This design comes from an exercise in tuning for small area, a short achievable clock period and few clock cycles per item on the open sky130 flow, not from production work.
The RTL was checked by simulation tests, not by an equivalence proof against the original design.

`design/flow/flow/run.sh`:
```
#!/bin/bash
set -euo pipefail
bash standard.sh finish SETUP_SLACK_MARGIN=6 \
  'BUFFER_PORTS_ARGS=-buffer_cell sky130_fd_sc_hd__buf_1' > make.log 2>&1
```
`design/flow/standard.sh`:
```
#!/bin/bash
# synth_recipe.tcl (not shown) runs the flow's synth.tcl, then flattens the netlist and writes it again
# the make line also repeats each setting of config.mk as NAME=value (left out here)
make -C /OpenROAD-flow-scripts/flow DESIGN_CONFIG=/design/flow/config.mk WORK_HOME=/design/flow/orfs CLKGATE_MAP_FILE= SYNTH_SCRIPT=/design/flow/synth_recipe.tcl "${@:-finish}"
```
`design/flow/config.mk`:
```
export PLATFORM = sky130hd
export DESIGN_NAME = scheduled_led_soft_ramp_dimmer_core
export DESIGN_NICKNAME = scheduled_led_soft_ramp_dimmer_core
export VERILOG_FILES = /design/flow/design.v
export SDC_FILE = /design/flow/constraint.sdc
export NUM_CORES = 4
export LEC_CHECK = 0
export CAP_MARGIN = 20
export CORE_MARGIN = 2
export CORE_UTILIZATION = 40
export SLEW_MARGIN = 20
```
`design/flow/constraint.sdc`:
```
create_clock -name core_clock -period 10.0 [get_ports {clk_i}]
set_input_delay 2.0000 -clock core_clock [delete_from_list [all_inputs] [get_ports {clk_i}]]
set_output_delay 2.0000 -clock core_clock [all_outputs]
set_load 0.01 [all_outputs]
```
`design/flow/design.v`:
```
`default_nettype none
package sld_pkg;
  localparam int ChanCount   = 3;
  localparam int OutChannels = 3;
  localparam int MaskW       = 3;
  localparam int ChanIdxW    = (ChanCount > 1) ? $clog2(ChanCount) : 1;
  localparam int DutyW    = 10;
  localparam int PeriodW  = 11;
  localparam int SecondW  = 17;
  localparam int HourW    = 5;
  localparam int MinuteW  = 6;
  localparam int SecW     = 6;
  localparam int CfgIdxW  = 3;
  localparam int CfgDataW = 17;
  localparam int DivW     = DutyW + 1;
  localparam int DivSteps = DivW;
  localparam int DivCntW  = $clog2(DivSteps);
  localparam logic [DivW-1:0]    PeriodOffset  = 11'd430;
  localparam logic [PeriodW-1:0] PeriodBias    = 11'd10;
  localparam logic [PeriodW-1:0] StartPeriod   = 11'd9;
  localparam logic [SecondW-1:0] SecsPerHour   = 17'd3600;
  localparam logic [SecondW-1:0] SecsPerMinute = 17'd60;
  localparam logic [DutyW-1:0]   DivisorReset  = 10'd10;
  localparam logic [DutyW-1:0]   StepReset     = 10'd10;
  localparam logic FuncTime   = 1'b0;
  localparam logic FuncExpiry = 1'b1;
  typedef enum logic [CfgIdxW-1:0] {
    CFG_TARGET_CH1   = 3'd0,
    CFG_TARGET_CH2   = 3'd1,
    CFG_TARGET_CH3   = 3'd2,
    CFG_WIN_START    = 3'd3,
    CFG_WIN_STOP     = 3'd4,
    CFG_SMOOTH       = 3'd5,
    CFG_DIVISOR      = 3'd6,
    CFG_RAMP_STEP    = 3'd7
  } cfg_idx_e;
  typedef struct packed {
    logic               func;
    logic [HourW-1:0]   time_hour;
    logic [MinuteW-1:0] time_minute;
    logic [SecW-1:0]    time_second;
    logic [MaskW-1:0]   expired_mask;
  } sld_in_t;
  typedef struct packed {
    logic [DutyW-1:0]   duty_ch1;
    logic [DutyW-1:0]   duty_ch2;
    logic [DutyW-1:0]   duty_ch3;
    logic [PeriodW-1:0] period_ch1;
    logic [PeriodW-1:0] period_ch2;
    logic [PeriodW-1:0] period_ch3;
    logic               ramp_timer_on;
    logic               pwm_on;
    logic               window_active;
  } sld_out_t;
  typedef struct packed {
    logic load;
    logic apply;
    logic div_start;
    logic div_step;
    logic div_last;
    logic emit;
  } sld_cmd_t;
  typedef struct packed {
    logic pend_any;
    logic out_free;
  } sld_stat_t;
endpackage
`default_nettype wire
`default_nettype none
module sld_tracker (
  input  logic        clk_i,
  input  logic        ld_i,        
  input  logic        ldz_i,       
  input  logic [9:0]  ldr_i,
  input  logic [10:0] ldp_i,
  input  logic        upd_i,       
  input  logic        up_i,        
  input  logic [9:0]  opa_i,       
  input  logic [9:0]  opb_i,       
  input  logic [10:0] qadd_i,      
  output logic [10:0] per_o        
);
  logic [9:0]  r_q;
  logic [10:0] p_q;
  logic [10:0] a_sum, b_sum, p0, p1;
  logic        ge;
  assign a_sum = {1'b0, r_q} + {1'b0, opa_i} + {10'd0, !up_i};
  assign b_sum = {1'b0, r_q} + {1'b1, opb_i} + {10'd0, !up_i};
  assign ge    = !b_sum[10];
  assign p0    = p_q + qadd_i;
  assign p1    = p_q + qadd_i + 11'd1;
  assign per_o = ge ? p1 : p0;
  always_ff @(posedge clk_i) begin
    if (ldz_i) begin
      r_q <= 10'd430;
      p_q <= 11'd10;
    end else if (ld_i) begin
      r_q <= ldr_i;
      p_q <= ldp_i;
    end else if (upd_i) begin
      r_q <= ge ? b_sum[9:0] : a_sum[9:0];
      p_q <= per_o;
    end
  end
endmodule
`default_nettype wire
`default_nettype none
import sld_pkg::*;
module scheduled_led_soft_ramp_dimmer_core (
  input  logic                clk_i,
  input  logic                rst_ni,
  input  logic                cfg_we_i,
  input  logic [CfgIdxW-1:0]  cfg_idx_i,
  input  logic [CfgDataW-1:0] cfg_wdata_i,
  input  logic                in_valid_i,
  output logic                in_ready_o,
  input  logic [20:0]         in_data_i,
  output logic                out_valid_o,
  input  logic                out_ready_i,
  output logic [65:0]         out_data_o
);
  logic [2:0][9:0] tgt_q;
  logic [16:0]     wstart_q, wstop_q;
  logic            smooth_q;
  logic [9:0]      dv_q;      
  logic [9:0]      step_q;
  always_ff @(posedge clk_i or negedge rst_ni) begin
    if (!rst_ni) begin
      tgt_q    <= '0;
      wstart_q <= '0;
      wstop_q  <= '0;
      smooth_q <= 1'b0;
      dv_q     <= DivisorReset;
      step_q   <= StepReset;
    end else if (cfg_we_i) begin
      case (cfg_idx_i)
        3'd0: tgt_q[0] <= cfg_wdata_i[9:0];
        3'd1: tgt_q[1] <= cfg_wdata_i[9:0];
        3'd2: tgt_q[2] <= cfg_wdata_i[9:0];
        3'd3: wstart_q <= cfg_wdata_i;
        3'd4: wstop_q  <= cfg_wdata_i;
        3'd5: smooth_q <= cfg_wdata_i[0];
        3'd6: dv_q     <= (cfg_wdata_i[9:0] == 10'd0) ? 10'd1 : cfg_wdata_i[9:0];
        default: step_q <= cfg_wdata_i[9:0];
      endcase
    end
  end
  logic       wr_div, wr_step;
  logic [2:0] wr_tgt;
  assign wr_div  = cfg_we_i && (cfg_idx_i == 3'd6);
  assign wr_step = cfg_we_i && (cfg_idx_i == 3'd7);
  assign wr_tgt  = {cfg_we_i && (cfg_idx_i == 3'd2),
                    cfg_we_i && (cfg_idx_i == 3'd1),
                    cfg_we_i && (cfg_idx_i == 3'd0)};
  logic [20:0] e0_q;
  logic        ev_q, pv1_q;
  logic [1:0]  qc_q;        
  logic        take, adv1, adv2, go;
  logic [3:0]  p1_q;        
  logic [16:0] n1_q;        
  logic [12:0] hh;          
  logic [9:0]  mm;          
  logic [4:0]  qa_q, qb_q;  
  logic [4:0]  q_in;
  assign hh = {e0_q[19:15], 8'd0} - {3'd0, e0_q[19:15], 5'd0} + {8'd0, e0_q[19:15]};
  assign mm = {e0_q[14:9], 4'd0} - {4'd0, e0_q[14:9]};
  assign adv2       = pv1_q && !qc_q[1];
  assign adv1       = ev_q && (!pv1_q || !qc_q[1]);
  assign in_ready_o = !ev_q || !pv1_q || !qc_q[1];
  assign take       = in_valid_i && in_ready_o;
  always_ff @(posedge clk_i or negedge rst_ni) begin
    if (!rst_ni) begin
      ev_q  <= 1'b0;
      pv1_q <= 1'b0;
      qc_q  <= '0;
    end else begin
      if (take)      ev_q <= 1'b1;
      else if (adv1) ev_q <= 1'b0;
      if (adv1)      pv1_q <= 1'b1;
      else if (adv2) pv1_q <= 1'b0;
      qc_q <= qc_q + {1'b0, adv2} - {1'b0, go};
    end
  end
  assign q_in = {p1_q, (n1_q >= wstart_q) && (n1_q < wstop_q)};
  always_ff @(posedge clk_i) begin
    if (take) e0_q <= in_data_i;
    if (adv1) begin
      p1_q <= {e0_q[20], e0_q[2:0]};
      n1_q <= {hh, 4'd0} + {5'd0, mm, 2'd0} + {11'd0, e0_q[8:3]};
    end
    if (go) begin
      qa_q <= qc_q[1] ? qb_q : q_in;
    end else if (adv2 && qc_q == 2'd0) begin
      qa_q <= q_in;
    end
    if (adv2 && (qc_q == 2'd1) && !go) qb_q <= q_in;
  end
  logic        h_func, h_win;
  logic [2:0]  h_mask;
  assign h_func = qa_q[4];
  assign h_mask = qa_q[3:1];
  assign h_win  = qa_q[0];
  logic [9:0]  sa_q, sb_q, sq_q;
  logic        svalid_q, sbusy_q, sfin_q;
  logic [3:0]  scnt_q;
  logic [10:0] s_x, s_xs;
  logic        s_ge;
  logic        powered_q, powered_d, flip;
  assign s_x  = sbusy_q ? {sa_q, sq_q[9]} : (sfin_q ? {1'b0, sa_q} : {1'b0, step_q});
  assign s_xs = s_x - {1'b0, dv_q};
  assign s_ge = s_x >= {1'b0, dv_q};
  assign flip = powered_d != powered_q;
  always_ff @(posedge clk_i or negedge rst_ni) begin
    if (!rst_ni) begin
      svalid_q <= 1'b0;
      sbusy_q  <= 1'b0;
      sfin_q   <= 1'b0;
      scnt_q   <= '0;
    end else if (wr_div || wr_step) begin
      svalid_q <= 1'b0;
      sbusy_q  <= 1'b0;
      sfin_q   <= 1'b0;
    end else if (sbusy_q) begin
      scnt_q <= scnt_q + 4'd1;
      if (scnt_q == 4'd9) begin
        sbusy_q <= 1'b0;
        sfin_q  <= 1'b1;
      end
    end else if (sfin_q) begin
      sfin_q   <= 1'b0;
      svalid_q <= 1'b1;
    end else if (!svalid_q) begin
      sbusy_q <= s_ge;
      sfin_q  <= !s_ge;
      scnt_q  <= (step_q[9:6] == 4'd0) ? 4'd4 : 4'd0;
    end
  end
  always_ff @(posedge clk_i) begin
    if (!(wr_div || wr_step)) begin
      if (sbusy_q) begin
        sa_q <= s_ge ? s_xs[9:0] : s_x[9:0];
        sq_q <= {sq_q[8:0], s_ge};
      end else if (sfin_q) begin
        sa_q <= powered_d ? sa_q : ~s_xs[9:0];
        sb_q <= powered_d ? s_xs[9:0] : ~sa_q;
        sq_q <= powered_d ? sq_q : ~sq_q;
      end else if (!svalid_q) begin
        sa_q <= s_ge ? 10'd0 : step_q;
        sq_q <= !s_ge ? 10'd0 : (step_q[9:6] == 4'd0) ? {step_q[5:0], 4'd0} : step_q;
      end else if (flip) begin
        sa_q <= ~sb_q;
        sb_q <= ~sa_q;
        sq_q <= ~sq_q;
      end
    end
  end
  logic             run_q, oen_q;
  logic [2:0][9:0]  cur_q, dst_q, app_q;
  logic [2:0][10:0] per_q;
  logic [2:0]       done_q, mv_q;
  logic [2:0]       tz_q, tz_d;    
  logic             run_d, oen_d;
  logic [2:0][9:0]  cur_d, dst_d, app_d;
  logic [2:0][10:0] per_d;
  logic [2:0]       done_d, mv_d;
  logic [2:0]       t_valid_q, t_upd, t_ldz, t_ld, kill;
  logic [2:0]       t_drop, t_drop_q;   
  logic             sw_on0;             
  logic [2:0][9:0]  t_v;
  logic [2:0][10:0] t_per;
  logic             d_gt430;
  assign d_gt430 = dv_q > 10'd430;
  logic [2:0]       at_dst, tgt_nz, cur_nz;
  logic [2:0][9:0]  up_sum, dn_dif;
  logic [2:0][11:0] up_gap;
  logic [2:0]       up_clamp, dn_zero;
  logic [2:0]       done_up, done_dn;
  logic             fin_up, fin_dn;
  logic             stall;
  always_comb begin
    for (int i = 0; i < 3; i++) begin
      at_dst[i]   = cur_q[i] == dst_q[i];
      tgt_nz[i]   = tgt_q[i] != 10'd0;
      cur_nz[i]   = cur_q[i] != 10'd0;
      up_sum[i]   = cur_q[i] + step_q;
      up_gap[i]   = {2'b0, cur_q[i]} + {2'b0, step_q} - {2'b0, dst_q[i]};
      up_clamp[i] = !up_gap[i][11];
      dn_dif[i]   = cur_q[i] - step_q;
      dn_zero[i]  = cur_q[i] <= step_q;
      t_v[i]      = tz_q[i] ? 10'd0 : (powered_q && at_dst[i]) ? tgt_q[i] : cur_q[i];
    end
  end
  assign done_up = done_q | (h_mask & up_clamp);
  assign done_dn = done_q & ~(h_mask & dn_zero);
  assign fin_up  = &done_up;
  assign fin_dn  = ~|done_dn;
  logic [2:0] need, need_tz;
  assign need    = (h_func && run_q) ? (h_mask & mv_q) : 3'b0;
  assign need_tz = (qc_q != 2'd0) ? (need & tz_q) : 3'b0;
  assign stall   = (need & ~(t_valid_q & ~tz_q & {3{svalid_q}})) != 3'b0;
  assign go    = (qc_q != 2'd0) && (!out_valid_o || out_ready_i) && !stall;
  always_comb begin
    powered_d = powered_q;
    run_d     = run_q;
    oen_d     = oen_q;
    cur_d     = cur_q;
    dst_d     = dst_q;
    app_d     = app_q;
    per_d     = per_q;
    done_d    = done_q;
    mv_d      = mv_q;
    t_drop    = '0;
    tz_d      = tz_q & ~need_tz;
    if (wr_div) tz_d = {3{!powered_q}};
    sw_on0    = 1'b0;
    t_upd     = '0;
    if (go) begin
      if (!h_func) begin
        if (h_win && !powered_q) begin
          powered_d = 1'b1;
          if (smooth_q) begin
            for (int i = 0; i < 3; i++) begin
              cur_d[i]  = '0;
              per_d[i]  = StartPeriod;
              done_d[i] = 1'b0;
              dst_d[i]  = tgt_q[i];
            end
            mv_d  = tgt_nz;
            run_d = 1'b1;
            sw_on0 = 1'b1;
            tz_d   = '0;
          end else begin
            run_d   = 1'b0;
            app_d   = tgt_q;
            oen_d   = 1'b1;
            t_drop  = at_dst | tz_q;
            tz_d    = '0;
          end
        end else if (!h_win && powered_q) begin
          powered_d = 1'b0;
          if (smooth_q) begin
            for (int i = 0; i < 3; i++) begin
              if (at_dst[i]) cur_d[i] = tgt_q[i];
              dst_d[i]  = '0;
              done_d[i] = 1'b1;
              mv_d[i]   = at_dst[i] ? tgt_nz[i] : cur_nz[i];
            end
            run_d = 1'b1;
          end else begin
            run_d   = 1'b0;
            oen_d   = 1'b0;
            app_d   = '0;
            t_drop  = at_dst;
          end
        end
      end else if (run_q) begin
        for (int i = 0; i < 3; i++) begin
          if (h_mask[i]) begin
            t_upd[i] = mv_q[i];
            if (powered_q) begin
              if (up_clamp[i]) begin
                cur_d[i]   = dst_q[i];
                mv_d[i]    = 1'b0;
                t_drop[i] = mv_q[i];
              end else begin
                cur_d[i] = up_sum[i];
                per_d[i] = t_per[i];
              end
            end else begin
              if (dn_zero[i]) begin
                cur_d[i]   = '0;
                mv_d[i]    = 1'b0;
                t_drop[i] = mv_q[i];
              end else begin
                cur_d[i] = dn_dif[i];
                per_d[i] = t_per[i];
              end
            end
            app_d[i] = cur_d[i];
            oen_d    = 1'b1;
          end
        end
        done_d = powered_q ? done_up : done_dn;
        if (powered_q ? fin_up : fin_dn) run_d = 1'b0;
        if (!powered_q && fin_dn) begin
          oen_d = 1'b0;
          app_d = '0;
        end
      end
    end
  end
  always_ff @(posedge clk_i or negedge rst_ni) begin
    if (!rst_ni) begin
      powered_q <= 1'b0;
      run_q     <= 1'b0;
      oen_q     <= 1'b0;
      cur_q     <= '0;
      dst_q     <= '0;
      app_q     <= '0;
      per_q     <= {3{StartPeriod}};
      done_q    <= '0;
      mv_q      <= '0;
      tz_q      <= '0;
      t_drop_q  <= '0;
    end else begin
      powered_q <= powered_d;
      run_q     <= run_d;
      oen_q     <= oen_d;
      cur_q     <= cur_d;
      dst_q     <= dst_d;
      app_q     <= app_d;
      per_q     <= per_d;
      done_q    <= done_d;
      mv_q      <= mv_d;
      tz_q      <= tz_d;
      t_drop_q  <= t_drop;
    end
  end
  logic [2:0]  need_rb, v_zero, zsel, dsel, dtgt_q, dtgt_d, du_wr;
  logic        du_idle, du_start, du_zero;
  logic        dbusy_q, dfin_q;
  logic [3:0]  dcnt_q;
  logic [9:0]  dr_q, dv_sel;
  logic [10:0] dq_q, d_trial, d_sum, d_p;
  logic        d_ge;
  always_comb begin
    for (int i = 0; i < 3; i++) v_zero[i] = tz_q[i] || (t_v[i] == 10'd0);
  end
  assign kill    = {3{wr_div}} | wr_tgt | need_tz | t_drop_q | (sw_on0 ? ~tz_q : 3'b0);
  assign need_rb = ~t_valid_q & ~dtgt_q;
  assign du_idle = !dbusy_q && !dfin_q;
  assign zsel    = need_rb & v_zero;
  assign du_zero = zsel != 3'b0;
  assign dsel    = du_zero   ? zsel :
                   need_rb[0] ? 3'b001 :
                   need_rb[1] ? 3'b010 : 3'b100;
  assign du_start = du_idle && !wr_div && (need_rb != 3'b0) && !(du_zero && d_gt430);
  assign dv_sel  = du_zero ? 10'd0 : need_rb[0] ? t_v[0] : need_rb[1] ? t_v[1] : t_v[2];
  assign du_wr   = dfin_q ? (dtgt_q & ~kill) : 3'b0;
  assign t_ldz = ((sw_on0 && d_gt430) ? ~tz_q : 3'b0)
               | ((du_idle && d_gt430) ? (zsel & ~kill) : 3'b0);
  assign t_ld  = du_wr;
  always_comb begin
    dtgt_d = dtgt_q & ~kill;
    if (wr_div || dfin_q)     dtgt_d = '0;
    else if (du_start)        dtgt_d = dsel & ~kill;
  end
  assign d_trial = {dr_q, dq_q[10]};
  assign d_sum   = d_trial - {1'b0, dv_q};
  assign d_ge    = !d_sum[10];
  assign d_p     = dq_q + 11'd10;
  always_ff @(posedge clk_i or negedge rst_ni) begin
    if (!rst_ni) begin
      t_valid_q <= '0;
      dtgt_q    <= '0;
      dbusy_q   <= 1'b0;
      dfin_q    <= 1'b0;
      dcnt_q    <= '0;
    end else begin
      t_valid_q <= (t_valid_q & ~kill) | t_ldz | t_ld;
      dtgt_q    <= dtgt_d;
      if (wr_div || dtgt_d == 3'b0) begin
        dbusy_q <= 1'b0;
        dfin_q  <= 1'b0;
      end else if (du_start) begin
        dbusy_q <= 1'b1;
        dcnt_q  <= du_zero ? 4'd2 : 4'd0;
      end else if (dbusy_q) begin
        dcnt_q <= dcnt_q + 4'd1;
        if (dcnt_q == 4'd10) begin
          dbusy_q <= 1'b0;
          dfin_q  <= 1'b1;
        end
      end
    end
  end
  always_ff @(posedge clk_i) begin
    if (du_start) begin
      dr_q <= '0;
      dq_q <= du_zero ? {9'd430, 2'd0} : {1'b0, dv_sel} + 11'd430;
    end else if (dbusy_q) begin
      dr_q <= d_ge ? d_sum[9:0] : d_trial[9:0];
      dq_q <= {dq_q[9:0], d_ge};
    end
  end
  for (genvar i = 0; i < 3; i++) begin : g_trk
    sld_tracker u_trk (
      .clk_i     (clk_i),
      .ld_i      (t_ld[i]),
      .ldz_i     (t_ldz[i]),
      .ldr_i     (dr_q),
      .ldp_i     (d_p),
      .upd_i     (t_upd[i]),
      .up_i      (powered_q),
      .opa_i     (sa_q),
      .opb_i     (sb_q),
      .qadd_i    ({!powered_q, sq_q}),
      .per_o     (t_per[i])
    );
  end
  logic out_valid_q;
  always_ff @(posedge clk_i or negedge rst_ni) begin
    if (!rst_ni)          out_valid_q <= 1'b0;
    else if (go)          out_valid_q <= 1'b1;
    else if (out_ready_i) out_valid_q <= 1'b0;
  end
  assign out_valid_o = out_valid_q;
  assign out_data_o  = {app_q[0], app_q[1], app_q[2],
                        per_q[0], per_q[1], per_q[2],
                        run_q, oen_q, powered_q};
endmodule
`default_nettype wire
```
==> summary.txt, run 1 <==
status=no timing/DRC/antenna violations; Clock Latency Late Sink=0.62 ns; Seq/Total Area, Yosys=34.3%; fmax=0.250 GHz; DRC=0; critical path buffer and inverter count=4; Compound-Gate Fraction of Synth Area=20.2%; Slew Limit Headroom=25.5%; Top Ports=114; reg-to-reg slack, setup=6.00 ns; fin cells=4531; commonest register cell after synthesis=dfrtp_1; met2 Use GR=40.9%; synthesized netlist cell count=3407; adder-cell area share of the yosys netlist=14.0%; number of cells on the worst hold path=0; Vias/cell=5.88; gr busiest metal=met2; starting density of the core=40.3%; Post-Syn Nets=3763; grt total ovfl=0; core box area=75700 sq um; share of layout cells above drive strength 1=10.8%; Clock H-tree levels=2; GRT Total Usage=26.0%; max-cap viol count=0; Mapped Area=30500 sq um; commonest cells after routing, fill and taps aside=325 x nand2_1, 257 x ha_1, 251 x nor2_1; Slowest cell on crit path=inv_1; largest family of logic cells by synthesized area=compound AO/OA/AOI/OAI gates; routed vias=26656; drt wl/cell=22.9 microns; worst path cell trace=inv_1, ha_1, nand3_1, o21ai_0, a2111oi_2, buf_4, o41ai_2, a21oi_2, a21oi_4, buf_8, a21oi_2, buf_6, nor2_1, a21oi_1; RSZ-0062 raised after global routing=true; most used cell, CP=a21oi_2; CTS Buffer Depth=3; worst min-delay path class=register to register; die area=78400 sq um; row cnt=101; Post-Synth XOR/XNOR Area=5.92%; DR pass1 iterations=5; Post-Synth Simple-Gate Area=14.2%; Synthesis Warnings=2; first-pass GRT wire length=156 mm; TritonCTS clock tree=built; vias in the first global route=25686; fin util=45.8%; commonest non-fill, non-tap cell in the layout=nand2_1; Layout area overhead=13.8%; Worst setup EP type=register; Placed Area=32000 sq um; drt total wl=104 mm; crit-path max FO=29; Arr. time, crit path=4.46 ns; Post-synth EDFFs=93; ANT nets after route=0; met1 usage=35.0%; Num CTS Buffers=50; clock sink count=413; FF-to-FF End=app_q[8]$_DFFE_PN0P_; R2R depth=14; Avg Inst Size Synth=8.95 sq um; gpl congestion=0.978; WP data required=10.46 ns; library cells used by synthesis=87; root buffer cell=clkbuf_16; Final setup viols=0; Setup crit start kind=register; largest net degree at the start of global routing=139; final setup TNS=0 ns; WS Path Type=register to register; Tcrit/Tclk final=40.0%; number of antenna diodes=0; hold_ws=0.423 ns; FFs w/ async S/R, synth=59.8%; proportion of synthesized area in mux cells=6.22%; Nets=3868; die width=280 microns; worst-margin pin slew=1.12 ns; reg2reg start=step_q[5]$_DFFE_PN0P_; die height=280 microns; Clock Skew=0.0403 ns; Port Buffers=113; drt initial violations=2329; CTS clock-pin slew for the worst setup and hold paths=0.06 ns; fin. max-slew vios=0; dpl cells=4392; min-delay src=e0_q[2]$_DFFE_PP_; Final Hold Viols=0; GRT met3 Usage=4.67%; #FFs+latches synth=413; delay-heaviest family, CP=compound AO/OA/AOI/OAI gates; initial antenna violation count=2; Max stage delay on crit path=0.61 ns; HPWL after DPL=73.5 mm; Tmin final=4.00 ns; final cell area excluding filler cells=34700 sq um; Worst Hold Endpoint=p1_q[2]$_DFFE_PP_
==> layout make-up <==
class / instances / area (sq um)
Clock buffer: 56 / 1280
Clock inverter: 37 / 430
Fill cell: 7337 / 41000
Inverter: 249 / 952
Multi-Input combinational cell: 2592 / 19100
Sequential cell: 413 / 10500
Tap cell: 978 / 1220
Timing Repair Buffer: 206 / 1220
==> sequential cells by signal, indices dropped and copies added, names as in the netlist, 11 cells and up <==
| register | count |
|---|---|
| app_q | 30 |
| cur_q | 30 |
| dq_q | 11 |
| dst_q | 30 |
| e0_q | 21 |
| g_trk.u_trk.p_q | 33 |
| g_trk.u_trk.r_q | 30 |
| n1_q | 17 |
| per_q | 33 |
| tgt_q | 30 |
| wstart_q | 17 |
| wstop_q | 17 |
==> worst max path at each step <==
stage | start | endpoint | cells past startpoint
4_1_cts | cfg_idx_i[0] | g_trk[0].u_trk.p_q[10]$_SDFFE_PP0P_ | 10
6_report | step_q[5]$_DFFE_PN0P_ | app_q[8]$_DFFE_PN0P_ | 14
3_3_place_gp | powered_q$_DFF_PN0_ | per_q[21]$_DFFE_PN0P_ | 14
5_1_grt | step_q[5]$_DFFE_PN0P_ | app_q[4]$_DFFE_PN0P_ | 13
2_1_floorplan | powered_q$_DFF_PN0_ | g_trk[0].u_trk.p_q[10]$_SDFFE_PP0P_ | 14
3_5_place_dp | cfg_idx_i[0] | g_trk[1].u_trk.r_q[9]$_SDFFE_PP0P_ | 10
==> metrics by stage <==
step	worst slack, ns
2_1_floorplan	6.00
3_3_place_gp	4.87
3_5_place_dp	4.87
4_1_cts	5.97
5_1_grt	5.86
6_report	6.00
==> Yosys cell counts (50+ instances only) <==
cell / n / area (sq um)
nand2_1: 328 / 1230
nand3_1: 83 / 415
ha_1: 257 / 3220
dfrtp_1: 237 / 5930
edfxtp_1: 93 / 2790
nor2_1: 258 / 968
a21oi_1: 258 / 1290
mux2i_1: 104 / 1040
mux2_2: 76 / 856
a21o_1: 65 / 488
nor3_1: 50 / 250
xnor2_1: 124 / 1090
inv_1: 247 / 927
clkbuf_1: 122 / 458
o21ai_0: 240 / 1200
fa_1: 53 / 1060
xor2_1: 82 / 718
dfxtp_1: 73 / 1460
==> cells by family after synthesis <==
logic type	Yosys count
buf+inv	407
mux	180
fa+ha+maj	310
flops	413
xor+xnor	206
simple gates	935
compound gates	956
==> routing by layer <==
| metal | part of all wire (%) | vias to the layer above |
|---|---|---|
| met4 | 4.8 | 2 |
| met1 | 43 | 12896 |
| met2 | 44 | 1020 |
| met5 | 0.013 | - |
| li1 | - | 12485 |
| met3 | 7.7 | 253 |
==> timing repair <==
action | CTS | global route
pin swaps | 8 | 17
hold buffers | 0 | 0
buffers inserted | 21 | 18
gates resized for setup | 68 | 70
gates cloned | 3 | 4
setup endpoints to repair | 217 | 186
hold endpoints to repair | 0 | 0
Testbench counts, summed over its fixed seeds: cycles 4,549, items 3,822.
==> inputs of run 2 (changes only) <==
==> design/flow/flow/run.sh (replaced) <==
#!/bin/bash
set -euo pipefail
bash standard.sh floorplan SETUP_SLACK_MARGIN=3 \
  'BUFFER_PORTS_ARGS=-buffer_cell sky130_fd_sc_hd__buf_2' > make_floorplan.log 2>&1
bash standard.sh finish SETUP_SLACK_MARGIN=6 \
  'BUFFER_PORTS_ARGS=-buffer_cell sky130_fd_sc_hd__buf_2' > make.log 2>&1
==> summary.txt, run 2 <==
area share of the largest cell type after synthesis=19.5% (unchanged); commonest register cell after synthesis=dfrtp_1; DRC=0 (unchanged); FFs w/ async S/R, synth=59.8% (unchanged); Worst setup EP type=register; Arr. time, crit path=4.46 ns (about the same); R2R depth=16 (+2); pre-CTS WS=4.88 ns (+0.00849 ns); reg-to-reg slack, setup=6.11 ns (+0.11 ns); die area=78400 sq um (unchanged); gpl congestion=0.950 (-2.9%); commonest cells after routing, fill and taps aside=327 x nand2_1, 255 x ha_1, 252 x nor2_1; drt wl/cell=22.3 microns (-2.4%); Top Ports=114 (unchanged); Seq/Total Area, Yosys=34.3% (unchanged); largest net degree at the start of global routing=150 (+7.9%); worst-margin pin slew=1.08 ns (-0.0363 ns); library cells used by synthesis=87 (unchanged); core box area=75700 sq um (unchanged); Tmin final=3.94 ns (-0.0574 ns); status=no timing/DRC/antenna violations; row cnt=101 (unchanged); min-delay src=e0_q[2]$_DFFE_PP_; die height=280 microns (unchanged); Clock Latency Late Sink=0.63 ns (about the same); initial antenna violation count=5 (+3); drt total wl=101 mm (-2.5%); die width=280 microns (unchanged); Num CTS Buffers=49 (-2.0%); Layout area overhead=13.8% (about the same); ANT nets after route=0 (unchanged); root buffer cell=clkbuf_16; Clock H-tree levels=2 (unchanged); met1 usage=34.2% (-0.84 points); GRT Total Usage=25.3% (-0.66 points); share of layout cells above drive strength 1=13.8% (+2.9 points); TritonCTS clock tree=built; routed vias=26402 (-0.95%); commonest non-fill, non-tap cell in the layout=nand2_1; Crit. Startpoint=out_ready_i; Mapped Area=30500 sq um (unchanged); fin util=45.8% (about the same); FF-to-FF End=app_q[0]$_DFFE_PN0P_; WP data required=10.52 ns (+0.06 ns); max-cap viol count=0 (unchanged); starting density of the core=40.3% (unchanged); first-pass GRT wire length=153 mm (-2.1%); Vias/cell=5.83 (-0.84%); RSZ-0062 raised after global routing=true; CTS clock-pin slew for the worst setup and hold paths=0.06 ns (about the same); final setup margin=6.06 ns (+0.0574 ns); Final setup viols=0 (unchanged); crit-path max FO=10 (-66%); fin. max-slew vios=0 (unchanged); worst min-delay path class=register to register; CTS Buffer Depth=3 (unchanged); Port Buffers=113 (unchanged); HPWL after DPL=72.5 mm (-1.4%); reg2reg start=step_q[1]$_DFFE_PN1P_; synthesized netlist cell count=3407 (unchanged); Final Hold Viols=0 (unchanged); WS Path Type=input port to register; gr busiest metal=met2; Post-synth EDFFs=93 (unchanged); Tcrit/Tclk final=39.4% (-0.57 points); Avg Inst Size Synth=8.95 sq um (unchanged); clock sink count=413 (unchanged); biggest regs=g_trk.u_trk.p_q: 33 flops, per_q: 33 flops; Setup crit start kind=input port; most common cell in the netlist=nand2_1; #FFs+latches synth=413 (unchanged); DR pass1 iterations=6 (+1); GRT met3 Usage=4.54% (-0.13 points); drt initial violations=2434 (+4.5%); fmax=0.253 GHz (+1.5%); Post-Syn Nets=3763 (unchanged); most instantiated cells after synthesis=328 x nand2_1, 258 x a21oi_1, 258 x nor2_1; vias in the first global route=25303 (-1.5%); worst setup path end=dcnt_q[2]$_DFFE_PN0P_; Slew Limit Headroom=28.0% (+2.4 points); post-synth top area cell=dfrtp_1; met2 Use GR=39.9% (-0.96 points); Nets=3863 (-0.13%); top cells by area, synth=dfrtp_1 19%, ha_1 11%, edfxtp_1 9.2%; grt total ovfl=0 (unchanged); Synthesis Warnings=2 (unchanged); Clock Skew=0.0532 ns (+0.0130 ns); final setup TNS=0 ns (unchanged)
run 2: cell counts after synthesis:
No cell type changed its count.
run 2: cell families (layout without fill, tap and decap cells):
| logic type | count (synthesis) | after routing | synth area share [%] |
|---|---|---|---|
| AOI/OAI and AO/OA | 956 | 957 | 20.2 |
| xor gates and xnor gates | 206 | 206 | 5.92 |
| adders and majority gates | 310 | 310 | 14.0 |
| buffers and inverters | 407 | 544 | 5.16 |
| DFF | 413 | 413 | 34.3 |
| muxes | 180 | 180 | 6.22 |
| other | 0 | 2 | 0 |
| and+or+nand+nor | 935 | 936 | 14.2 |
run 2: cell type report:
cell class / instances / area [sq um]
diodes: 2 / 5.00
clock buffers: 72 / 1380
clock inverters: 18 / 312
fillers: 7327 / 41000
inverters: 249 / 960
multi-input cells: 2589 / 19000
flip-flops and latches: 413 / 10500
well taps: 978 / 1220
repair buffers: 205 / 1320
run 2: how the worst min path moves through the flow:
stage | end | slack (ns) | cells after the start
floorplan | n1_q[0]$_DFFE_PP_ | 0.40 | 0
global placement | p1_q[1]$_DFFE_PP_ | 0.41 | 0
detailed placement | p1_q[1]$_DFFE_PP_ | 0.42 | 0
CTS | p1_q[1]$_DFFE_PP_ | 0.44 | 0
global route | p1_q[2]$_DFFE_PP_ | 0.45 | 0
finish | p1_q[2]$_DFFE_PP_ | 0.43 | 0
run 2: worst max-delay path, stage by stage:
cell	delay, ns
buf_2	0.10
nor2b_2	0.29
a211oi_2	0.10
and4_1	0.24
nand2_1	0.25
o21a_1	0.31
nand2_1	0.14
a2111oi_4	0.45
nor3_4	0.09
buf_12	0.15
buf_4	0.13
o31ai_1	0.21
run 2: layer usage:
metal | vias to the layer above | routed length, microns
met5 | - | 0
met4 | 0 | 4530
met3 | 233 | 7760
met2 | 946 | 45300
met1 | 12768 | 43500
li1 | 12455 | -
run 2: through the flow:
stage	hold slack [ns]	cells	cell area [sq um]
finish	0.433	4526	34700
global route	0.446	4526	34700
CTS	0.438	4495	34100
detailed placement	0.416	4385	32100
global placement	0.412	4383	32100
floorplan	0.400	3407	30500
run 2: what timing repair did:
action,4_1_cts,5_1_grt
setup buffers,20,27
gates cloned,0,2
pin swaps,4,15
resized for setup,47,76
hold buffers,0,0
setup endpoints to repair,216,197
endpoints found under the hold margin,0,0
==> inputs of run 3 (changes only) <==
==> design/flow/flow/run.sh (replaced) <==
#!/bin/bash
set -euo pipefail
bash standard.sh floorplan SETUP_SLACK_MARGIN=0 \
  'BUFFER_PORTS_ARGS=-buffer_cell sky130_fd_sc_hd__buf_2' > make_floorplan.log 2>&1
bash standard.sh finish SETUP_SLACK_MARGIN=6 \
  'BUFFER_PORTS_ARGS=-buffer_cell sky130_fd_sc_hd__buf_2' > make.log 2>&1
==> summary.txt, run 3 <==
Post-Synth XOR/XNOR Area=5.92% (unchanged); Seq/Total Area, Yosys=34.3% (unchanged); Nets=3863 (unchanged); status=no timing/DRC/antenna violations; core box area=75700 sq um (unchanged); Vias/cell=5.83 (unchanged); die height=280 microns (unchanged); Port Buffers=113 (unchanged); drt initial violations=2434 (unchanged); library cells used by synthesis=87 (unchanged); CTS clock-pin slew for the worst setup and hold paths=0.06 ns (about the same); biggest regs=g_trk.u_trk.p_q: 33 flops, per_q: 33 flops; Final setup viols=0 (unchanged); worst-margin pin slew=1.08 ns (unchanged); HPWL after DPL=72.5 mm (unchanged); Clock Latency Late Sink=0.63 ns (about the same); GRT Total Usage=25.3% (unchanged); Clock Skew=0.0532 ns (unchanged); area share of the largest cell type after synthesis=19.5% (unchanged); Clock H-tree levels=2 (unchanged); fin util=45.8% (unchanged); commonest register cell after synthesis=dfrtp_1; #FFs+latches synth=413 (unchanged); proportion of synthesized area in mux cells=6.22% (unchanged); drt total wl=101 mm (unchanged); gpl congestion=0.950 (unchanged); Arr. time, crit path=4.46 ns (about the same); WP data required=10.52 ns (about the same); synthesized netlist cell count=3407 (unchanged); Synthesis Warnings=2 (unchanged); row cnt=101 (unchanged); Mapped Area=30500 sq um (unchanged); final setup TNS=0 ns (unchanged); commonest non-fill, non-tap cell in the layout=nand2_1; die area=78400 sq um (unchanged); Num CTS Buffers=49 (unchanged); Post-Synth Simple-Gate Area=14.2% (unchanged); largest net degree at the start of global routing=150 (unchanged); Layout area overhead=13.8% (unchanged); DRC=0 (unchanged); largest family of logic cells by synthesized area=compound AO/OA/AOI/OAI gates; DR pass1 iterations=6 (unchanged); TritonCTS clock tree=built; initial antenna violation count=5 (unchanged); Top Ports=114 (unchanged); grt total ovfl=0 (unchanged); Final Hold Viols=0 (unchanged); Tmin final=3.94 ns (unchanged); vias in the first global route=25303 (unchanged); share of layout cells above drive strength 1=13.8% (unchanged); routed vias=26402 (unchanged); Slew Limit Headroom=28.0% (unchanged); root buffer cell=clkbuf_16; die width=280 microns (unchanged); clock sink count=413 (unchanged); starting density of the core=40.3% (unchanged); Worst setup EP type=register; crit-path max FO=10 (unchanged); WS Path Type=input port to register; adder-cell area share of the yosys netlist=14.0% (unchanged); max-cap viol count=0 (unchanged); fmax=0.253 GHz (unchanged); most instantiated cells after synthesis=328 x nand2_1, 258 x a21oi_1, 258 x nor2_1; first-pass GRT wire length=153 mm (unchanged); Post-Syn Nets=3763 (unchanged); Tcrit/Tclk final=39.4% (unchanged); worst min-delay path class=register to register; FFs w/ async S/R, synth=59.8% (unchanged); fin. max-slew vios=0 (unchanged); drt wl/cell=22.3 microns (unchanged); Compound-Gate Fraction of Synth Area=20.2% (unchanged); Avg Inst Size Synth=8.95 sq um (unchanged); Post-synth EDFFs=93 (unchanged); Setup crit start kind=input port; post-synth top area cell=dfrtp_1; CTS Buffer Depth=3 (unchanged); commonest cells after routing, fill and taps aside=327 x nand2_1, 255 x ha_1, 252 x nor2_1; most common cell in the netlist=nand2_1; top cells by area, synth=dfrtp_1 19%, ha_1 11%, edfxtp_1 9.2%; ANT nets after route=0 (unchanged); Hold Buf Count CTS=0 (unchanged); RSZ-0062 raised after global routing=true
[run 3: cell counts in the layout (fill, tap and decap cells not counted)]
No cell type changed its count.
[run 3: layout make-up]
| cell class | instances | area, sq um |
|---|---|---|
| Fill cell | 7327 | 41000 |
| Multi-Input combinational cell | 2589 | 19000 |
| Sequential cell | 413 | 10500 |
| Clock buffer | 72 | 1380 |
| Timing Repair Buffer | 205 | 1320 |
| Tap cell | 978 | 1220 |
| Inverter | 249 | 960 |
| Clock inverter | 18 | 312 |
| Antenna cell | 2 | 5.00 |
[run 3: path summary, 6_finish.rpt]
kind                                             from                    end  slack [ns]  cells after the start
min in group asynchronous                      rst_ni  app_q[22]$_DFFE_PN0P_        1.40                      1
worst min register to register      e0_q[2]$_DFFE_PP_      p1_q[2]$_DFFE_PP_        0.43                      0
worst max register to register  step_q[1]$_DFFE_PN1P_   app_q[0]$_DFFE_PN0P_        6.11                     16
max in group asynchronous                      rst_ni   per_q[4]$_DFFE_PN0P_        7.25                      2
worst min-delay path                e0_q[2]$_DFFE_PP_      p1_q[2]$_DFFE_PP_        0.43                      0
worst max-delay path                      out_ready_i  dcnt_q[2]$_DFFE_PN0P_        6.06                     12
[run 3: worst max-delay path, stage by stage]
cell and delay (ns):
buf_2 0.10, nor2b_2 0.29, a211oi_2 0.10, and4_1 0.24, nand2_1 0.25, o21a_1 0.31
nand2_1 0.14, a2111oi_4 0.45, nor3_4 0.09, buf_12 0.15, buf_4 0.13, o31ai_1 0.21
[run 3: cell families after synthesis]
family	after synthesis
AND/OR/NAND/NOR	935
XOR/XNOR	206
multiplexers	180
buffers and inverters	407
AO/OA/AOI/OAI	956
adder cells (fa/ha/maj)	310
flip-flops	413
[run 3: what timing repair did]
item,4_1_cts,5_1_grt
gates cloned,0,2
endpoints found under the setup margin,216,197
pin swaps,4,15
setup buffers,20,27
resized for setup,47,76
[run 3: per-stage QoR]
stage	setup slack, ns	area, sq um	hold slack (ns)	instances
2_1_floorplan	5.64	30500	0.400	3407
3_3_place_gp	4.91	32100	0.412	4383
3_5_place_dp	4.88	32100	0.416	4385
4_1_cts	5.98	34100	0.438	4495
5_1_grt	5.91	34700	0.446	4526
6_report	6.06	34700	0.433	4526
[run 3: layer usage]
metal  vias to the layer above  GRT usage [%]  routed length, microns
li1                      12455              -                       -
met1                     12768           34.2                   43500
met2                       946           39.9                   45300
met3                       233           4.54                    7760
met4                         0           10.8                    4530
met5                         -              0                       0
==> inputs of run 4 (changes only) <==
--- a/design/flow/design.v
+++ b/design/flow/design.v
@@ -460,17 +460,15 @@
       t_valid_q <= (t_valid_q & ~kill) | t_ldz | t_ld;
       dtgt_q    <= dtgt_d;
-      if (wr_div || dtgt_d == 3'b0) begin
+      if (wr_div || dfin_q || (dbusy_q && dtgt_q == 3'b0)) begin
         dbusy_q <= 1'b0;
         dfin_q  <= 1'b0;
       end else if (du_start) begin
         dbusy_q <= 1'b1;
-        dcnt_q  <= du_zero ? 4'd2 : 4'd0;
-      end else if (dbusy_q) begin
-        dcnt_q <= dcnt_q + 4'd1;
-        if (dcnt_q == 4'd10) begin
-          dbusy_q <= 1'b0;
-          dfin_q  <= 1'b1;
-        end
+      end else if (dbusy_q && dcnt_q == 4'd10) begin
+        dbusy_q <= 1'b0;
+        dfin_q  <= 1'b1;
       end
+      if (du_start)     dcnt_q <= du_zero ? 4'd2 : 4'd0;
+      else if (dbusy_q) dcnt_q <= dcnt_q + 4'd1;
     end
   end
==> design/flow/flow/run.sh (replaced) <==
#!/bin/bash
set -euo pipefail
bash standard.sh finish SETUP_SLACK_MARGIN=6.25 \
  'BUFFER_PORTS_ARGS=-buffer_cell sky130_fd_sc_hd__buf_2' > make.log 2>&1
==> summary.txt, run 4 <==
fmax=0.264 GHz (+4.2%); Tcrit/Tclk final=37.8% (-1.6 points); delay-heaviest family, CP=compound AO/OA/AOI/OAI gates; Clock Skew=0.0597 ns (+0.00646 ns); R2R depth=14 (-2); reg-to-reg slack, setup=6.22 ns (+0.11 ns); met1 usage=36.6% (+2.5 points); Nets=3987 (+3.2%); die height=282 microns (+0.71%); status=complete, but fails checks; min-delay src=e0_q[4]$_DFFE_PP_; Post-synth EDFFs=93 (unchanged); Final Hold Viols=0 (unchanged); GRT met3 Usage=4.43% (-0.11 points); number of cells on the worst hold path=0 (unchanged); commonest non-fill, non-tap cell in the layout=nand2_1; Max stage delay on crit path=0.61 ns (+0.16 ns); Seq/Total Area, Yosys=33.8% (-0.49 points); Clock H-tree levels=2 (unchanged); die width=282 microns (+0.71%); Vias/cell=5.88 (+0.79%); fin. max-slew vios=7 (+7); row cnt=101 (unchanged); clock sink count=413 (unchanged); grt total ovfl=0 (unchanged); initial antenna violation count=0 (-5); DR pass1 iterations=6 (unchanged); HPWL after DPL=75.5 mm (+4.2%); FFs w/ async S/R, synth=59.8% (unchanged); FF-to-FF End=per_q[2]$_DFFE_PN0P_; CTS clock-pin slew for the worst setup and hold paths=0.06 ns (about the same); crit-path max FO=9 (-1); synthesized netlist cell count=3463 (+1.6%); largest net degree at the start of global routing=154 (+2.7%); met2 Use GR=40.5% (+0.54 points); routed vias=27644 (+4.7%); max-cap viol count=1 (+1); Tmin final=3.78 ns (-0.160 ns); #FFs+latches synth=413 (unchanged); Worst setup EP type=register; area share of the largest cell type after synthesis=19.2% (-0.28 points); commonest cells after routing, fill and taps aside=400 x nand2_1, 259 x o21ai_0, 250 x ha_1; Setup crit start kind=register; library cells used by synthesis=91 (+4.6%); most common cell in the netlist=nand2_1; critical path buffer and inverter count=4 (+1); core box area=76200 sq um (+0.67%); Top Ports=114 (unchanged); number of antenna diodes=0 (-2); Num CTS Buffers=49 (unchanged); drt total wl=110 mm (+9.2%); Synthesis Warnings=2 (unchanged); RSZ-0062 raised after global routing=true; worst min-delay path class=register to register; biggest regs=g_trk.u_trk.p_q: 33 flops, per_q: 33 flops; Mapped Area=30900 sq um (+1.5%); WP data required=10.47 ns (-0.05 ns); WS Path Type=register to register; final setup TNS=0 ns (unchanged); vias in the first global route=25794 (+1.9%); reg2reg start=step_q[1]$_DFFE_PN1P_; share of layout cells above drive strength 1=17.9% (+4.2 points); most instantiated cells after synthesis=407 x nand2_1, 269 x o21ai_0, 257 x ha_1; Avg Inst Size Synth=8.93 sq um (-0.18%); Slew Limit Headroom=-2.69% (-31 points); gr busiest metal=met2; DRC=0 (unchanged); TritonCTS clock tree=built; Slowest cell on crit path=dfstp_2; worst-margin pin slew=1.54 ns (+0.460 ns); Layout area overhead=17.3%; commonest register cell after synthesis=dfrtp_1; starting density of the core=40.6% (+0.32 points); Worst Hold Endpoint=n1_q[1]$_DFFE_PP_; Port Buffers=113 (unchanged); gpl congestion=0.959 (+0.94%); drt wl/cell=23.5 microns (+5.1%); drt initial violations=2701 (+11%); first-pass GRT wire length=161 mm (+5.4%); Failed Checks=max-capacitance violations, max-slew violations; Clock Latency Late Sink=0.64 ns (about the same); die area=79500 sq um (+1.4%); Final setup viols=0 (unchanged); top cells by area, synth=dfrtp_1 19%, ha_1 10%, edfxtp_1 9.0%; CTS Buffer Depth=3 (unchanged); worst path cell trace=clkinvlp_4, buf_12, fa_1, inv_1, ha_1, nand4b_1, a21oi_1, o31a_1, o21ai_2, buf_6, a21o_1, nand3_4, a211o_4, a22o_1; Post-Syn Nets=3819 (+1.5%); root buffer cell=clkbuf_16; GRT Total Usage=26.8% (+1.4 points); Arr. time, crit path=4.26 ns (-0.20 ns); ANT nets after route=0 (unchanged); post-synth top area cell=dfrtp_1
## run 4: cell types whose count changed after synthesis, moves of 28 or more
cell and delta:
a21oi_1 -28, mux2_2 +35, mux2i_1 -32, nand2_1 +79, nand3_1 -28, nor2_1 -35, o21ai_0 +29
## run 4: per-stage QoR
| step | hold slack (ns) | instance area, sq um | cells | worst slack [ns] | util (%) |
|---|---|---|---|---|---|
| after floorplan | 0.400 | 31000 | 3463 | 6.23 | - |
| after global placement | 0.408 | 32600 | 4486 | 5.02 | 42.8 |
| after detailed placement | 0.408 | 32600 | 4486 | 4.92 | 42.8 |
| after CTS | 0.424 | 35300 | 4633 | 6.16 | 46.3 |
| after global routing | 0.428 | 36300 | 4702 | 6.15 | 47.6 |
| final | 0.420 | 36300 | 4702 | 6.22 | 47.6 |
## run 4: area by class of cell
class	instances	area, sq um
multi-input cells	2668	19900
clock inverters	34	435
clock buffers	58	1340
fillers	7236	39900
flip-flops and latches	413	10500
well taps	1030	1290
inverters	230	897
repair buffers	269	1980
## run 4: routing by layer
metal,vias up,part of all wire [%],routed length (microns)
met5,-,0,0
met4,0,6.1,6700
met3,307,8.9,9850
met2,1285,43,47400
met1,13251,42,46500
li1,12801,-,-
## run 4: worst max-delay path by stage
stage / cells past startpoint / from / to / slack [ns]
2_1_floorplan: 8 / out_ready_i / sa_q[0]$_DFFE_PP_ / 6.23
3_3_place_gp: 7 / cfg_idx_i[1] / dq_q[7]$_DFFE_PP_ / 5.02
3_5_place_dp: 7 / cfg_idx_i[1] / dq_q[7]$_DFFE_PP_ / 4.92
4_1_cts: 14 / step_q[1]$_DFFE_PN1P_ / per_q[2]$_DFFE_PN0P_ / 6.16
5_1_grt: 11 / out_ready_i / g_trk[2].u_trk.p_q[9]$_SDFFE_PP0P_ / 6.15
6_report: 14 / step_q[1]$_DFFE_PN1P_ / per_q[2]$_DFFE_PN0P_ / 6.22
## run 4: kinds of logic (layout without fill, tap and decap cells)
| logic type | after synthesis | count (layout) | synth area share [%] |
|---|---|---|---|
| adder cells (fa/ha/maj) | 310 | 310 | 13.8 |
| AND/OR/NAND/NOR | 978 | 984 | 14.7 |
| flip-flops | 413 | 413 | 33.8 |
| XOR/XNOR | 220 | 220 | 6.23 |
| multiplexers | 184 | 184 | 6.41 |
| AO/OA/AOI/OAI | 965 | 970 | 20.1 |
| buffers and inverters | 393 | 591 | 4.93 |
## run 4: timing repair
item                                    CTS  global route
gates resized for setup                 109            76
hold buffers                              0             0
pin swaps                                18            42
setup buffers                            47            61
endpoints found under the setup margin  258           229
hold endpoints to repair                  0             0
gates cloned                              8             8
Testbench counts of run 4, summed over its fixed seeds: cycles 4,549, items 3,822.
==> inputs of run 5 (changes only) <==
==> design/flow/flow/run.sh (replaced) <==
#!/bin/bash
set -euo pipefail
bash standard.sh finish SETUP_SLACK_MARGIN=6 \
  'BUFFER_PORTS_ARGS=-buffer_cell sky130_fd_sc_hd__buf_2' > make.log 2>&1
==> summary.txt, run 5 <==
status=no timing/DRC/antenna violations; Post-Syn Nets=3819 (unchanged); gpl congestion=0.961 (+0.24%); grt total ovfl=0 (unchanged); Tmin final=4.00 ns (+0.219 ns); largest net degree at the start of global routing=81 (-47%); FF-to-FF End=app_q[9]$_DFFE_PN0P_; max-cap viol count=0 (-1); drt initial violations=2442 (-9.6%); Vias/cell=5.83 (-0.82%); Max stage delay on crit path=0.96 ns (+0.35 ns); area share of the largest cell type after synthesis=19.2% (unchanged); Setup crit start kind=register; Layout area overhead=14.2%; most used cell, CP=a21oi_1; Num CTS Buffers=51 (+4.1%); most instantiated cells after synthesis=407 x nand2_1, 269 x o21ai_0, 257 x ha_1; die area=79500 sq um (unchanged); Final Hold Viols=0 (unchanged); Worst setup EP type=register; row cnt=101 (unchanged); Port Buffers=113 (unchanged); die width=282 microns (unchanged); worst min-delay path class=register to register; drt wl/cell=22.9 microns (-2.5%); ANT nets after route=0 (unchanged); CTS Buffer Depth=3 (unchanged); R2R depth=11 (-3); final setup TNS=0 ns (unchanged); commonest register cell after synthesis=dfrtp_1; Mapped Area=30900 sq um (unchanged); post-synth top area cell=dfrtp_1; #FFs+latches synth=413 (unchanged); CTS clock-pin slew for the worst setup and hold paths=0.06 ns (about the same); TritonCTS clock tree=built; Top Ports=114 (unchanged); RSZ-0062 raised after global routing=true; synthesized netlist cell count=3463 (unchanged); critical path buffer and inverter count=4 (unchanged); Post-synth EDFFs=93 (unchanged); DR pass1 iterations=6 (unchanged); WP data required=10.50 ns (+0.03 ns); Tcrit/Tclk final=40.0% (+2.2 points); fin. max-slew vios=0 (-7); biggest regs=g_trk.u_trk.p_q: 33 flops, per_q: 33 flops; reg-to-reg slack, setup=6.00 ns (-0.22 ns); Avg Inst Size Synth=8.93 sq um (unchanged); Slowest cell on crit path=a21oi_1; critical path depth=11 (-3); clock sink count=413 (unchanged); Clock Latency Late Sink=0.64 ns (about the same); FFs w/ async S/R, synth=59.8% (unchanged); fmax=0.250 GHz (-5.5%); crit-path max FO=45 (+36); worst path cell trace=inv_1, buf_12, ha_2, buf_6, nor2_1, or3_1, a21oi_1, o21ai_1, buf_4, a221oi_1, a21oi_1; Nets=3931 (-1.4%); dpl cells=4491 (+0.11%); reg2reg start=powered_q$_DFF_PN0_; Seq/Total Area, Yosys=33.8% (unchanged); HPWL after DPL=75.9 mm (+0.44%); delay-heaviest family, CP=compound AO/OA/AOI/OAI gates; most common cell in the netlist=nand2_1; DRC=0 (unchanged); min-delay src=e0_q[4]$_DFFE_PP_; Arr. time, crit path=4.51 ns (+0.25 ns); commonest cells after routing, fill and taps aside=402 x nand2_1, 264 x o21ai_0, 254 x ha_1; fin cells=4649 (-1.1%); Slew Limit Headroom=19.1% (+22 points); starting density of the core=40.6% (unchanged); initial antenna violation count=3 (+3); library cells used by synthesis=91 (unchanged); drt total wl=106 mm (-3.6%); root buffer cell=clkbuf_16; number of cells on the worst hold path=0 (unchanged); die height=282 microns (unchanged); GRT Total Usage=26.1% (-0.69 points); fin util=46.4% (-1.2 points); Clock Skew=0.0393 ns (-0.0204 ns); vias in the first global route=25526 (-1.0%); worst-margin pin slew=1.20 ns (-0.336 ns); WS Path Type=register to register; final setup margin=6.00 ns (-0.219 ns); Final setup viols=0 (unchanged); commonest non-fill, non-tap cell in the layout=nand2_1; Hold Buf Count CTS=0 (unchanged); Synthesis Warnings=2 (unchanged); top cells by area, synth=dfrtp_1 19%, ha_1 10%, edfxtp_1 9.0%; routed vias=27108 (-1.9%); Worst Hold Endpoint=n1_q[1]$_DFFE_PP_; Clock H-tree levels=2 (unchanged); pre-CTS WS=4.74 ns (-0.172 ns); first-pass GRT wire length=158 mm (-2.0%); core box area=76200 sq um (unchanged); share of layout cells above drive strength 1=15.0% (-2.9 points)
==> run 5: cell types whose count changed in the layout (fill, tap and decap cells not counted), moves of 5 or more <==
cell	delta
a21oi_2	-7
buf_4	-36
clkinv_1	+5
o21ai_2	-6
clkinv_2	+7
buf_6	-6
a211oi_1	+6
o21ai_0	+5
a21oi_1	+9
==> run 5: kinds of logic after synthesis <==
logic type      Yosys count  share of synthesized area (%)
xor+xnor                220                           6.23
fa+ha+maj               310                           13.8
buf+inv                 393                           4.93
simple gates            978                           14.7
mux                     184                           6.41
compound gates          965                           20.1
flops                   413                           33.8
==> run 5: worst register-to-register path, stage by stage (launching register included) <==
cell	delay, ns
dfrtp_4	0.48
inv_1	0.27
buf_12	0.27
ha_2	0.26
buf_6	0.38
nor2_1	0.17
or3_1	0.36
a21oi_1	0.96
o21ai_1	0.17
buf_4	0.27
a221oi_1	0.25
a21oi_1	0.08
==> run 5: worst max-delay path by stage <==
stage	start	end	slack, ns
3_3_place_gp	out_ready_i	g_trk[1].u_trk.r_q[7]$_SDFFE_PP1P_	4.81
2_1_floorplan	out_ready_i	sa_q[0]$_DFFE_PP_	6.00
3_5_place_dp	out_ready_i	g_trk[1].u_trk.r_q[7]$_SDFFE_PP1P_	4.74
5_1_grt	step_q[1]$_DFFE_PN1P_	app_q[17]$_DFFE_PN0P_	5.94
4_1_cts	step_q[4]$_DFFE_PN0P_	app_q[10]$_DFFE_PN0P_	5.91
6_report	powered_q$_DFF_PN0_	app_q[9]$_DFFE_PN0P_	6.00
==> run 5: final cells by class <==
class	count	area, sq um
antenna	1	2.50
clock buffer	58	1330
clock inverter	38	437
fill	7366	40900
inverter	230	890
multi-input combinational	2660	19400
sequential	413	10500
tap	1030	1290
timing repair buffer	219	1490
==> run 5: layer usage <==
metal / vias up / part of all wire, % / GRT usage [%]
li1: 12681 / - / -
met1: 13020 / 43 / 35.5
met2: 1120 / 43 / 39.5
met3: 285 / 7.9 / 4.44
met4: 2 / 5.8 / 14.0
met5: - / 0.012 / 0
==> run 5: repair_timing <==
action	in CTS	in global routing
endpoints found under the setup margin	182	179
resized for setup	47	51
buffers inserted	17	39
gates cloned	1	3
pin swaps	4	12
==> run 5: per-stage QoR <==
stage	instance area (sq um)	hold WS [ns]
after global routing	35300	0.422
final	35300	0.419
after global placement	32600	0.402
after floorplan	30900	0.400
after CTS	34700	0.419
after detailed placement	32600	0.405

==> afterwards: timing with drivers on the ports <==
How much do the figures lean on ideal ports? The routed layouts below were timed once more, with nothing changed but the port constraints. Step 1 sets driving cells, clkbuf_16 on the clock port and buf_2 on the other inputs (assumed; they add their load-dependent delay and slew). Step 2, shift: input delay + t, output delay - t, t = (earliest + latest rising clock arrival at the registers) / 2. This alone moves slack from input paths to output paths. Three values: ideal ports, drivers, drivers and shift; two values: the first two.
| run | shift t [ns] | setup slack, ns | clock arrival spread, ns | worst slew at a driven data input, ns |
|---|---|---|---|---|
| run 1 | 0.665 | 5.998 / 5.998 / 5.471 | 0.041 / 0.041 | 0.07 |
| run 2 | 0.663 | 6.055 / 6.055 / 5.391 | 0.053 / 0.053 | 0.12 |
| run 3 | 0.663 | 6.055 / 6.055 / 5.391 | 0.053 / 0.053 | 0.12 |
| run 4 | 0.675 | 6.215 / 6.215 / 5.647 | 0.061 / 0.060 | 0.05 |
| run 5 | 0.682 | 5.997 / 5.997 / 5.445 | 0.040 / 0.040 | 0.05 |
